Source: an optimization exercise on an open RTL-to-GDS flow (aim: small area, a short achievable clock period and few clock cycles). Production flows keep margins and buffers that such runs may drop.
Only simulation tests tie the RTL to the original design; equivalence was not proved.
Power is estimated from default activity; no workload was simulated.

==> flow/design.v <==
package cpu_pkg;
	typedef logic [8-1:0] byte_t;
	typedef logic [8-1:0] addr_t;
	typedef enum logic [4-1:0] {
		REG0 = 4'd0,
		REG1 = 4'd1,
		REG2 = 4'd2,
		REG3 = 4'd3,
		REG4 = 4'd4,
		REG5 = 4'd5,
		REG6 = 4'd6,
		REG7 = 4'd7,
		D_IN = 4'd8,
		RAX = 4'd9,
		RFL = 4'd10,
		RAM = 4'd11,
		RIP = 4'd12,
		RIP_1 = 4'd13,
		ZERO = 4'd14
	} bus_sel_t;
	typedef enum logic [4:0] {
		LOAD_ADDR,
		LOAD_ADDR_WAIT,
		LOAD_DATA,
		LOAD_DATA_WAIT,
		PRE_EXECUTE,
		FETCH,
		INC_RIP,
		EX_HALT,
		EX_NOOP,
		EX_JUMP,
		EX_MATH,
		EX_LDFM,
		EX_LDFI,
		EX_CPFR,
		EX_STOM,
		EX_JINZ,
		EX_JIEQ,
		EX_JILT,
		EX_JIGT
	} state_t;
	typedef enum logic [8-1:0] {
		HALT = 8'h00,
		NOOP = 8'h01,
		JUMP = 8'h03,
		MATH = 8'h04,
		LDFM = 8'h05,
		LDFI = 8'h06,
		CPFR = 8'h08,
		STOM = 8'h09,
		JINZ = 8'h0a,
		JIEQ = 8'h0b,
		JILT = 8'h0c,
		JIGT = 8'h0d
	} opcode_t;
	typedef enum logic [2:0] {
		ADD = 3'd0,
		SUB = 3'd1,
		AND = 3'd2,
		OR = 3'd3,
		XOR = 3'd4,
		PASS_B = 3'd5
	} alu_op_t;
	typedef struct packed {
		logic carry;
		logic equal;
		logic less_than;
		logic zero;
		logic undefined;
		logic [2:0] spare;
	} flags_t;
	typedef struct packed {
		bus_sel_t sel;
		logic load_addr;
		logic load_rip;
		logic load_alu;
		logic load_rax;
		logic write_ram;
		logic [8-1:0] load_reg;
	} ctrl_t;
	typedef struct packed {
		byte_t [8-1:0] regs;
		byte_t rax;
		flags_t rfl;
		byte_t rip;
	} arch_state_t;
endpackage
module ram (
	input  logic i_clk,
	input  logic [5:0] i_row0,
	input  logic [5:0] i_row1,
	input  logic [5:0] i_row2,
	input  logic [5:0] i_row3,
	input  logic [1:0] i_lo,
	input  cpu_pkg::addr_t i_waddr,
	input  cpu_pkg::byte_t i_wdata,
	input  logic i_write,
	output cpu_pkg::byte_t o_b0,
	output cpu_pkg::byte_t o_b1,
	output cpu_pkg::byte_t o_b2
);
	cpu_pkg::byte_t bank0 [64];
	cpu_pkg::byte_t bank1 [64];
	cpu_pkg::byte_t bank2 [64];
	cpu_pkg::byte_t bank3 [64];
	cpu_pkg::byte_t q0, q1, q2, q3;
	assign q0 = bank0[i_row0];
	assign q1 = bank1[i_row1];
	assign q2 = bank2[i_row2];
	assign q3 = bank3[i_row3];
	always_comb begin
		case (i_lo)
			2'd0: begin o_b0 = q0; o_b1 = q1; o_b2 = q2; end
			2'd1: begin o_b0 = q1; o_b1 = q2; o_b2 = q3; end
			2'd2: begin o_b0 = q2; o_b1 = q3; o_b2 = q0; end
			default: begin o_b0 = q3; o_b1 = q0; o_b2 = q1; end
		endcase
	end
	always_ff @(posedge i_clk) begin
		if (i_write) begin
			case (i_waddr[1:0])
				2'd0: bank0[i_waddr[7:2]] <= i_wdata;
				2'd1: bank1[i_waddr[7:2]] <= i_wdata;
				2'd2: bank2[i_waddr[7:2]] <= i_wdata;
				default: bank3[i_waddr[7:2]] <= i_wdata;
			endcase
		end
	end
endmodule
module cpu (
	input  logic i_clk,
	input  logic i_reset,
	input  logic i_load_addr,
	input  logic i_load_data,
	input  logic i_execute,
	input  cpu_pkg::byte_t i_data_in,
	output cpu_pkg::byte_t o_data_out,
	output logic o_waiting
);
	logic run;
	logic waiting;
	cpu_pkg::byte_t regs [8];
	cpu_pkg::byte_t rax;
	cpu_pkg::byte_t rfl;
	cpu_pkg::byte_t pa;
	logic [5:0] prow0, prow1, prow2, prow3;
	logic [1:0] plo;
	assign pa = {prow3, plo};
	logic e_math, e_ldfm, e_ldfi, e_cpfr, e_stom;
	cpu_pkg::byte_t e_x, e_y, e_r2, e_r3;
	logic la_q;
	cpu_pkg::byte_t din_q;
	cpu_pkg::byte_t haddr;
	cpu_pkg::byte_t dout;
	cpu_pkg::byte_t b0, b1, b2;
	cpu_pkg::byte_t waddr;
	cpu_pkg::byte_t wdata;
	logic write;
	assign o_data_out = dout;
	assign o_waiting = waiting;
	ram u_ram (
		.i_clk(i_clk),
		.i_row0(prow0),
		.i_row1(prow1),
		.i_row2(prow2),
		.i_row3(prow3),
		.i_lo(plo),
		.i_waddr(waddr),
		.i_wdata(wdata),
		.i_write(write),
		.o_b0(b0),
		.o_b1(b1),
		.o_b2(b2)
	);
	function automatic [25:0] rows_of(input [7:0] a);
		logic [5:0] hi, hi1;
		hi = a[7:2];
		hi1 = a[7:2] + 6'd1;
		rows_of = {hi, (a[1:0] == 2'd3) ? hi1 : hi, a[1] ? hi1 : hi,
			(a[1:0] != 2'd0) ? hi1 : hi, a[1:0]};
	endfunction
	cpu_pkg::byte_t op, x, y;
	assign op = b0;
	assign x = b1;
	assign y = b2;
	logic is_noop, is_jump, is_math, is_ldfm, is_ldfi, is_cpfr, is_stom;
	logic is_jinz, is_jieq, is_jilt, is_jigt, is_halt;
	assign is_noop = (op == 8'h01);
	assign is_jump = (op == 8'h03);
	assign is_math = (op == 8'h04);
	assign is_ldfm = (op == 8'h05);
	assign is_ldfi = (op == 8'h06);
	assign is_cpfr = (op == 8'h08);
	assign is_stom = (op == 8'h09);
	assign is_jinz = (op == 8'h0a);
	assign is_jieq = (op == 8'h0b);
	assign is_jilt = (op == 8'h0c);
	assign is_jigt = (op == 8'h0d);
	assign is_halt = !(is_noop || is_jump || is_math || is_ldfm || is_ldfi ||
		is_cpfr || is_stom || is_jinz || is_jieq || is_jilt || is_jigt);
	cpu_pkg::byte_t pa1, pa2, pa3;
	assign pa1 = pa + 8'd1;
	assign pa2 = pa + 8'd2;
	assign pa3 = pa + 8'd3;
	logic [8:0] sum, diff;
	cpu_pkg::byte_t r0;
	assign r0 = regs[0];
	assign sum = {1'b0, rax} + {1'b0, r0};
	assign diff = {1'b0, rax} - {1'b0, r0};
	logic known;
	cpu_pkg::byte_t alu_res;
	logic alu_carry;
	always_comb begin
		known = (e_x[6:3] == 4'd0);
		alu_carry = 1'b0;
		case (e_x[2:0])
			3'd0: begin alu_res = sum[7:0]; alu_carry = sum[8]; end
			3'd1: begin alu_res = diff[7:0]; alu_carry = diff[8]; end
			3'd2: alu_res = rax & r0;
			3'd3: alu_res = rax | r0;
			3'd4: alu_res = rax ^ r0;
			3'd5: alu_res = r0;
			default: begin alu_res = 8'd0; known = 1'b0; end
		endcase
		if (!known) begin
			alu_res = 8'd0;
			alu_carry = 1'b0;
		end
	end
	cpu_pkg::byte_t alu_flags;
	assign alu_flags = {alu_carry, rax == r0, diff[8], alu_res == 8'd0, !known, 3'b000};
	logic f_equal, f_less, f_zero;
	assign f_equal = e_math ? alu_flags[6] : rfl[6];
	assign f_less = e_math ? alu_flags[5] : rfl[5];
	assign f_zero = e_math ? alu_flags[4] : rfl[4];
	logic [3:0] opl;
	assign opl = op[3:0];
	logic c_jinz, c_jieq, c_jilt, c_jigt;
	assign c_jinz = !f_zero;
	assign c_jieq = f_equal;
	assign c_jilt = f_less;
	assign c_jigt = !(f_equal || f_less);
	logic n_x, n_y, n_p1, n_p2, n_p3;
	assign n_x = (opl == 4'h3) || (opl == 4'ha && c_jinz) || (opl == 4'hb && c_jieq) ||
		(opl == 4'hc && c_jilt) || (opl == 4'hd && c_jigt);
	assign n_y = (opl == 4'h5);
	assign n_p1 = (opl == 4'h1);
	assign n_p2 = (opl == 4'h4) || (opl == 4'ha && !c_jinz) || (opl == 4'hb && !c_jieq) ||
		(opl == 4'hc && !c_jilt) || (opl == 4'hd && !c_jigt);
	assign n_p3 = !(n_x || n_y || n_p1 || n_p2);
	cpu_pkg::byte_t st_off;
	logic conflict;
	assign st_off = e_y - pa;
	assign conflict = e_stom && (st_off < 8'd3);
	logic [25:0] win_next;
	always_comb begin
		win_next = ({26{n_x}} & rows_of(x)) | ({26{n_y}} & rows_of(y)) |
			({26{n_p1}} & rows_of(pa1)) | ({26{n_p2}} & rows_of(pa2)) |
			({26{n_p3}} & rows_of(pa3));
	end
	function automatic [7:0] src_val(input [7:0] code, input [7:0] r0, input [7:0] r1,
			input [7:0] r2, input [7:0] r3, input [7:0] r4, input [7:0] r5,
			input [7:0] r6, input [7:0] r7, input [7:0] d, input [7:0] a,
			input [7:0] f, input [7:0] yy, input [7:0] p2, input [7:0] p3);
		if (code[7:4] != 4'd0) begin
			src_val = 8'd0;
		end else begin
			case (code[3:0])
				4'd0: src_val = r0;
				4'd1: src_val = r1;
				4'd2: src_val = r2;
				4'd3: src_val = r3;
				4'd4: src_val = r4;
				4'd5: src_val = r5;
				4'd6: src_val = r6;
				4'd7: src_val = r7;
				4'd8: src_val = d;
				4'd9: src_val = a;
				4'd10: src_val = f;
				4'd11: src_val = yy;
				4'd12: src_val = p2;
				4'd13: src_val = p3;
				default: src_val = 8'd0;
			endcase
		end
	endfunction
	cpu_pkg::byte_t src_x, src_y;
	assign src_x = src_val(e_x, regs[0], regs[1], regs[2], regs[3], regs[4], regs[5],
		regs[6], regs[7], din_q, rax, rfl, e_y, e_r2, e_r3);
	assign src_y = src_val(e_y, regs[0], regs[1], regs[2], regs[3], regs[4], regs[5],
		regs[6], regs[7], din_q, rax, rfl, e_y, e_r2, e_r3);
	logic wr_en;
	cpu_pkg::byte_t wr_val;
	assign wr_en = e_ldfi || e_cpfr || e_ldfm;
	always_comb begin
		if (e_ldfm) wr_val = b0;
		else if (e_ldfi) wr_val = e_y;
		else wr_val = src_y;
	end
	assign write = e_stom;
	assign waddr = e_y;
	assign wdata = src_x;
	always_ff @(posedge i_clk) begin
		din_q <= i_data_in;
		dout <= b0;
		if (la_q) haddr <= din_q;
		if (run) begin
			e_x <= x;
			e_y <= y;
			e_r2 <= pa2;
			e_r3 <= pa3;
		end else begin
			e_x <= 8'd8;
			e_y <= haddr;
		end
		if (i_reset) begin
			run <= 1'b0;
			waiting <= 1'b1;
			la_q <= 1'b0;
			for (int i = 0; i < 8; i++) regs[i] <= 8'd0;
			rax <= 8'd0;
			rfl <= 8'd0;
			e_math <= 1'b0;
			e_ldfm <= 1'b0;
			e_ldfi <= 1'b0;
			e_cpfr <= 1'b0;
			e_stom <= 1'b0;
			{prow3, prow2, prow1, prow0, plo} <= rows_of(i_data_in);
		end else begin
			la_q <= i_load_addr;
			for (int i = 0; i < 8; i++) begin
				if (wr_en && e_x == 8'(i)) regs[i] <= wr_val;
			end
			if (wr_en && e_x == 8'd9) rax <= wr_val;
			if (e_math) begin
				rax <= alu_res;
				rfl <= alu_flags;
			end
			if (!run) begin
				if (i_execute) begin
					run <= 1'b1;
					waiting <= 1'b0;
					e_stom <= 1'b0;
					{prow3, prow2, prow1, prow0, plo} <= '0;
				end else begin
					e_stom <= i_load_data;
							{prow3, prow2, prow1, prow0, plo} <= rows_of(i_data_in);
				end
			end else if (e_ldfm || conflict) begin
				e_math <= 1'b0;
				e_ldfm <= 1'b0;
				e_ldfi <= 1'b0;
				e_cpfr <= 1'b0;
				e_stom <= 1'b0;
				{prow3, prow2, prow1, prow0, plo} <= rows_of(e_r3);
			end else begin
				e_math <= is_math;
				e_ldfm <= is_ldfm;
				e_ldfi <= is_ldfi;
				e_cpfr <= is_cpfr;
				e_stom <= is_stom;
				{prow3, prow2, prow1, prow0, plo} <= win_next;
				if (is_halt) begin
					run <= 1'b0;
					waiting <= 1'b1;
				end
			end
		end
	end
endmodule
==> flow/run.sh <==
#!/bin/bash
# synth_recipe.tcl (not shown) runs the flow's synth.tcl, then flattens the netlist and writes it again
# the make line also repeats each setting of config.mk as NAME=value (left out here)
make -C /OpenROAD-flow-scripts/flow DESIGN_CONFIG=/design/flow/config.mk WORK_HOME=/design/flow/orfs CLKGATE_MAP_FILE= SYNTH_SCRIPT=/design/flow/synth_recipe.tcl finish
==> flow/config.mk <==
export PLATFORM = sky130hd
export DESIGN_NAME = cpu
export DESIGN_NICKNAME = cpu
export VERILOG_FILES = /design/flow/design.v
export SDC_FILE = /design/flow/constraint.sdc
export NUM_CORES = 4
export LEC_CHECK = 0
export CAP_MARGIN = 20
export CORE_MARGIN = 2
export CORE_UTILIZATION = 55
export CTS_BUF_LIST = sky130_fd_sc_hd__clkbuf_8
export CTS_CLUSTER_DIAMETER = 50
export CTS_CLUSTER_SIZE = 16
export SETUP_SLACK_MARGIN = 2.6
export SLEW_MARGIN = 20
==> flow/constraint.sdc <==
create_clock -name core_clock -period 6.5 [get_ports {i_clk}]
set_input_delay 1.3000 -clock core_clock [delete_from_list [all_inputs] [get_ports {i_clk}]]
set_output_delay 1.3000 -clock core_clock [all_outputs]
set_load 0.01 [all_outputs]
==> flow_summary.json, run 1 <==
{
  "seqCellArea_um2": 65200,
  "hold_class": "reg2reg",
  "max_freq_ghz": 0.226,
  "rsz0062_at_grt": "true",
  "ctsHtreeMaxLevel": 4,
  "syn_avg_cell_area_um2": 16.2,
  "p_per_area_nw_per_um2": 428,
  "grt_antenna_before_repair": 12,
  "netlist.area_leader.share_pct": 66.2,
  "ys.flop_type": "edfxtp_1",
  "routed_wirelength_um": 308000,
  "ctsHoldBuffers": 0,
  "finClkSkew_ps": 48.9,
  "synthSimpleGateAreaFrac_pct": 6.10,
  "die_area_um2": 174000,
  "worstPathArrival_ps": 5300,
  "setup_viol": 0,
  "power.leakage_uw": 0.0343,
  "overflow": 0,
  "maxSlewViolCount": 0,
  "drive_gt1_share_pct": 24.4,
  "synthMuxAreaShare_pct": 14.4,
  "grt_pass1_wl_um": 428000,
  "start_util_pct": 55.4,
  "synthArstFlopShare_pct": 0,
  "maxCapViolations": 0,
  "cts_buffers": 200,
  "clk_pin_slew_ps": 100,
  "gp_congestion": 0.987,
  "irDropWorstVdd_v": 0.000467,
  "wl_met3_um": 29600,
  "yosys-top-cells-area": "edfxtp_1, mux4_2, mux2i_1",
  "grt_max_degree": 197,
  "ys_types": 98,
  "syn_area_um2": 94000,
  "synth_compound_area_share_pct": 6.06,
  "maxSlewHeadroom_pct": 16.8,
  "synth_top_cell_by_area": "edfxtp_1",
  "netlist_instances": 5793,
  "synth-edff-count": 2072,
  "n_fill_cell": 12500,
  "core_um2": 170000,
  "wl_met2_um": 140000,
  "crit_fanout": 11,
  "fin_cells": 8435,
  "worst_pin_slew_ps": 1250,
  "first_pass_iters": 7,
  "fin_crit_sh_pct": 68.0,
  "num_rows": 151,
  "hpwl_um": 194000,
  "dp_cells": 7885,
  "die_h_um": 417,
  "detail_route.wl_per_cell_um": 36.6,
  "cp.required_ps": 7380,
  "fin_nets": 6130,
  "totalNegativeSetupSlack_ps": 0,
  "drtAntennaViolNets": 0,
  "end_kind": "flip-flop",
  "insertion_delay_ps": 1020,
  "die_x_um": 417,
  "via_per_inst": 6.76,
  "area_delta_synth_final_pct": 12.7,
  "multi_input_area_um2": 28500,
  "grt_pass1_vias": 54400,
  "vias": 57000,
  "hp-start": "haddr[5]",
  "track_usage_pct": 35.2,
  "path_class": "reg2reg",
  "start_kind": "flip-flop",
  "cts_buffer_depth": 3,
  "ys_ff_latch": 2215,
  "ys_seq_area_share_pct": 69.2,
  "io_pins": 22,
  "synthAdderAreaFrac_pct": 0.663,
  "synthXorXnorAreaFrac_pct": 1.15,
  "port_buffers": 21,
  "clock-root-buffer": "clkbuf_8",
  "hold_viol": 0,
  "synth_top_family_by_area": "multiplexers",
  "cts_tree": "done",
  "synth_nets": 5854,
  "ys.warnings.count": 3,
  "min_period_ps": 4420,
  "drt_iter0_drc": 7589,
  "drc": 0,
  "status": "complete, no violations",
  "wl_met1_um": 123000,
  "top_layer_used": "met5",
  "clock_sinks": 2215
}
[layout make-up]
cell class	count	share of cell area [%]
clock buffer	205	2.66
antenna	15	0.0354
timing repair buffer	433	4.59
multi-input combinational	3133	26.9
clock inverter	130	1.37
sequential	2215	61.5
tap	2218	2.62
inverter	86	0.325
[routing by layer]
metal  up-vias  track usage [%]
met5         -                0
met4         4             15.4
met3       648             7.10
met2      3248             53.4
met1     29800             49.9
li1      23400                -
[cell usage after synthesis (all sizes together), types with 49 or more instances]
master and instances:
edfxtp 2072, dfxtp 143, xnor2 95, nor3 49, nand2 330, nor2b 66, mux4 375, clkbuf 178
a21oi 147, o22ai 61, buf 183, a22oi 137, mux2i 433, nand3 98, o21ai 132, mux2 70
inv 80, nor2 532
[through the flow]
step / total power (uW) / cell area [um^2] / utilization, % / hold WS [ps] / worst slack [ps]
finish: 45300 / 106000 / 62.4 / 464 / 2080
global route: 46500 / 106000 / 62.4 / 497 / 2120
CTS: 44300 / 105000 / 61.7 / 461 / 2270
detailed placement: 33100 / 97200 / 57.3 / 441 / 236
global placement: 33000 / 97100 / 57.3 / 442 / 252
floorplan: 27500 / 94200 / - / 422 / 1950
[path summary, 6_finish.rpt]
kind	to	slack (ps)	cells after the start
min reg2reg	e_y[5]	460	2
min	e_y[5]	460	2
max	flip-flop	2080	18
max reg2reg	flip-flop	2080	18
[state kept, by name (all words and copies together) (netlist names), 2 cells and up, named ones only]
signal and flops:
u_ram.bank0 512, u_ram.bank1 512, u_ram.bank2 512, u_ram.bank3 512, regs 64, din_q 8
dout 8, e_r2 8, e_r3 8, e_x 8, e_y 8, haddr 8
rax 8, pa 6, rfl 5, plo 2
[critical path: stages, from the launching register on]
cell and delay [ps]:
dfxtp_4 380, bufbuf_16 290, buf_16 140, nor2b_1 130, buf_6 180, a22oi_1 90
nand4_1 200, nand4_1 480, nor2_2 330, nor3_2 90, o31ai_4 270, buf_12 160
inv_2 90, o31ai_4 310, a2bb2oi_4 220, buf_4 210, o22ai_1 130, a2111oi_2 390
o21ai_0 180
[power breakdown]
part | internal (uW) | switching, uW | leakage [uW]
Combinational | 6180 | 11300 | 0.0121
Sequential | 18500 | 383 | 0.0201
Clock | 3820 | 5160 | 0.00212
Total | 28500 | 16800 | 0.0343
[timing repair]
| action | CTS | global route |
|---|---|---|
| setup buffers | 136 | 47 |
| pin swaps | 53 | 48 |
| gates cloned | 13 | 4 |
| setup endpoints to repair | 152 | 448 |
| resized for setup | 286 | 147 |
[placed cells by master (no fill, tap or decap), drive strengths merged, types with 45 or more instances in the layout]
| master | n |
|---|---|
| a21oi | 147 |
| a22oi | 137 |
| buf | 402 |
| clkbuf | 209 |
| clkinv | 46 |
| dfxtp | 143 |
| edfxtp | 2072 |
| ha | 45 |
| inv | 117 |
| mux2 | 70 |
| mux2i | 433 |
| mux4 | 375 |
| nand2 | 330 |
| nand3 | 98 |
| nor2 | 533 |
| nor2b | 66 |
| nor3 | 49 |
| o21ai | 132 |
| o22ai | 61 |
| xnor2 | 95 |
[cells by family after synthesis]
logic type	after synthesis
flops	2215
simple gates	1273
mux	878
compound gates	809
buf+inv	447
xor+xnor	123
fa+ha+maj	48
Testbench counts, summed over its fixed seeds: cycles 11,872.
==> run 2, diff against run 1 <==
--- a/flow/config.mk
+++ b/flow/config.mk
@@ -7,7 +7,7 @@
 export LEC_CHECK = 0
 export CAP_MARGIN = 20
 export CORE_MARGIN = 2
-export CORE_UTILIZATION = 55
+export CORE_UTILIZATION = 65
 export CTS_BUF_LIST = sky130_fd_sc_hd__clkbuf_8
 export CTS_CLUSTER_DIAMETER = 50
 export CTS_CLUSTER_SIZE = 16
==> run 2 against run 1 <==
- largest power group unchanged
- synthesized cell count is the same
- critical path type unchanged
- combinational power barely moved
- register-to-register slack improved by 150 ps
- via count up 1.6%
==> flow_summary.json, run 2 <==
{
  "netlist.area_leader.share_pct": 66.2,
  "netlist_instances": 5793,
  "area_delta_synth_final_pct": 11.8,
  "via_per_inst": 7.17,
  "maxSlewViolCount": 0,
  "hold_viol": 0,
  "irDropWorstVdd_v": 0.000512,
  "ctsHtreeMaxLevel": 4,
  "wl_met2_um": 132000,
  "path_class": "reg2reg",
  "overflow": 0,
  "min_period_ps": 4270,
  "ys.warnings.count": 3,
  "grt_pass1_vias": 54900,
  "clock-root-buffer": "clkbuf_8",
  "max_freq_ghz": 0.234,
  "vias": 57900,
  "wl_met3_um": 37800,
  "start_kind": "flip-flop",
  "ys.flop_type": "edfxtp_1",
  "power.leakage_uw": 0.0342,
  "fin_nets": 6132,
  "hold_class": "reg2reg",
  "cts_buffer_depth": 3,
  "worst_pin_slew_ps": 1240,
  "whs_endpoint": "e_y[6]",
  "fin_crit_sh_pct": 65.7,
  "synth_top_cell_by_area": "edfxtp_1",
  "start_util_pct": 65.5,
  "top_layer_used": "met5",
  "rrSetupSlack_ps": 2230,
  "drive_gt1_share_pct": 23.9,
  "io_pins": 22,
  "end_kind": "flip-flop",
  "core_um2": 144000,
  "synth_commonest_cells": "edfxtp_1, nor2_1, mux2i_1",
  "p_per_area_nw_per_um2": 425,
  "yosys-top-cells-area": "edfxtp_1, mux4_2, mux2i_1",
  "first_pass_iters": 7,
  "detail_route.wl_per_cell_um": 36.6,
  "clock_sinks": 2215,
  "ys_types": 98,
  "wl_met1_um": 107000,
  "finClkSkew_ps": 51.3,
  "maxCapViolations": 0,
  "routed_wirelength_um": 296000,
  "rsz0062_at_grt": "true",
  "n_fill_cell": 8785,
  "port_buffers": 21,
  "cts_buffers": 187,
  "setup_viol": 0,
  "die_x_um": 384,
  "crit_fanout": 10,
  "min_path_cells": 2,
  "final_cell_mix": "edfxtp_1, nor2_1, mux2i_1",
  "die_area_um2": 148000,
  "status": "complete, no violations",
  "drtAntennaViolNets": 0,
  "ys_ff_latch": 2215,
  "hpwl_um": 187000,
  "layout_commonest_cell": "edfxtp_1",
  "synth-edff-count": 2072,
  "clk_pin_slew_ps": 90,
  "design_area_um2": 105000,
  "ys_seq_area_share_pct": 69.2,
  "cp.required_ps": 7270,
  "grt_max_degree": 229,
  "track_usage_pct": 40.0,
  "die_h_um": 384,
  "hp-start": "haddr[6]",
  "drt_iter0_drc": 9188,
  "insertion_delay_ps": 960,
  "maxSlewHeadroom_pct": 17.4,
  "totalNegativeSetupSlack_ps": 0,
  "synthArstFlopShare_pct": 0,
  "dpl_cell_area_um2": 96700,
  "cts_tree": "done",
  "drc": 0,
  "syn_area_um2": 94000,
  "ctsHoldBuffers": 0,
  "grt_antenna_before_repair": 14,
  "worstPathArrival_ps": 5040,
  "reg2reg_depth": 15,
  "grt_pass1_wl_um": 412000,
  "syn_avg_cell_area_um2": 16.2,
  "gp_congestion": 0.985,
  "num_rows": 139,
  "synth.most_common_cell": "edfxtp_1",
  "synth_nets": 5854
}
## run 2: timing repair
| item | in CTS | in global routing |
|---|---|---|
| pin swaps | 61 | 45 |
| cloned | 9 | 5 |
| setup buffers | 154 | 56 |
| endpoints found under the setup margin | 132 | 309 |
| gates resized for setup | 339 | 137 |
## run 2: power breakdown
part	internal, uW	leakage [uW]	switching, uW
Clock	3380	0.00190	4790
Combinational	6300	0.0122	11300
Sequential	18500	0.0201	385
## run 2: worst max path at each step
stage	cells after the start	endpoint	startpoint
after floorplan	8	u_ram.bank0[0][1]	e_x[0]
after global placement	16	flip-flop	flip-flop
after detailed placement	14	flip-flop	flip-flop
after CTS	17	flip-flop	flip-flop
after global routing	18	flip-flop	flip-flop
final	15	flip-flop	flip-flop
## run 2: worst max-delay path: stages, from the launching register on
cell and delay [ps]:
dfxtp_1 840, nor2b_1 510, a22o_1 220, o21ai_1 70, and4_4 200, a21oi_4 250, and2_4 220, o31ai_4 60
buf_12 150, inv_2 150, nand2_1 190, a31oi_4 360, buf_6 180, nor2_1 80, a2111oi_4 450, o22ai_2 150
## run 2: routing by layer
metal	vias to the layer above	global-route usage [%]
li1	23300	-
met2	4389	58.8
met3	810	11.2
met4	8	20.8
met1	29400	55.4
met5	-	0
## run 2: metrics by stage
stage          total power, uW  cells  worst slack (ps)  hold slack [ps]  utilization, %
6_report                 44700   8085              2230              469            73.1
4_1_cts                  43300   8013              2330              471            72.3
5_1_grt                  45600   8076              2150              489            73.1
3_3_place_gp             32900   7556               666              442            67.3
2_1_floorplan            27500   5793              1950              422               -
3_5_place_dp             33000   7560               475              441            67.3
## run 2: area by class of cell
class | instances | area (um^2) | share of cell area [%]
multi-input combinational | 3132 | 28400 | 27.1
clock buffer | 190 | 2620 | 2.49
clock inverter | 100 | 1080 | 1.03
tap | 1903 | 2380 | 2.27
inverter | 86 | 364 | 0.346
timing repair buffer | 449 | 5000 | 4.76
antenna | 10 | 25.0 | 0.0238
sequential | 2215 | 65200 | 62.0
## run 2: kinds of logic after synthesis
group / Yosys count / synth area share (%)
multiplexers: 878 / 14.4
AO/OA/AOI/OAI: 809 / 6.06
buffers and inverters: 447 / 2.38
flip-flops: 2215 / 69.2
XOR/XNOR: 123 / 1.15
adder cells (fa/ha/maj): 48 / 0.663
AND/OR/NAND/NOR: 1273 / 6.10

-- static timing again, ports no longer ideal --
The flow's constraints put no driver on any port. The routed layouts listed below were extracted and timed again, unchanged, in two steps. Step 1 sets driving cells, clkbuf_16 on the clock port and buf_2 on the other inputs (assumed; they add their load-dependent delay and slew). Step 2, shift: input delay + t, output delay - t, t = (earliest + latest rising clock arrival at the registers) / 2. This alone moves slack from input paths to output paths. Three values: no drivers, after step 1, after step 2; two values: the first two.
| run | t (ns) | setup slack, ns | worst hold slack (ns) | worst setup path at the end | cell pins on the clock port's net |
|---|---|---|---|---|---|
| run 1 | 1.075 | 2.081 / 2.081 / 2.081 | 0.464 / 0.464 / 0.464 | register to register | 1 |
| run 2 | 1.008 | 2.230 / 2.230 / 2.230 | 0.469 / 0.469 / 0.469 | register to register | 1 |
After both steps setup and hold are still met in every run listed.
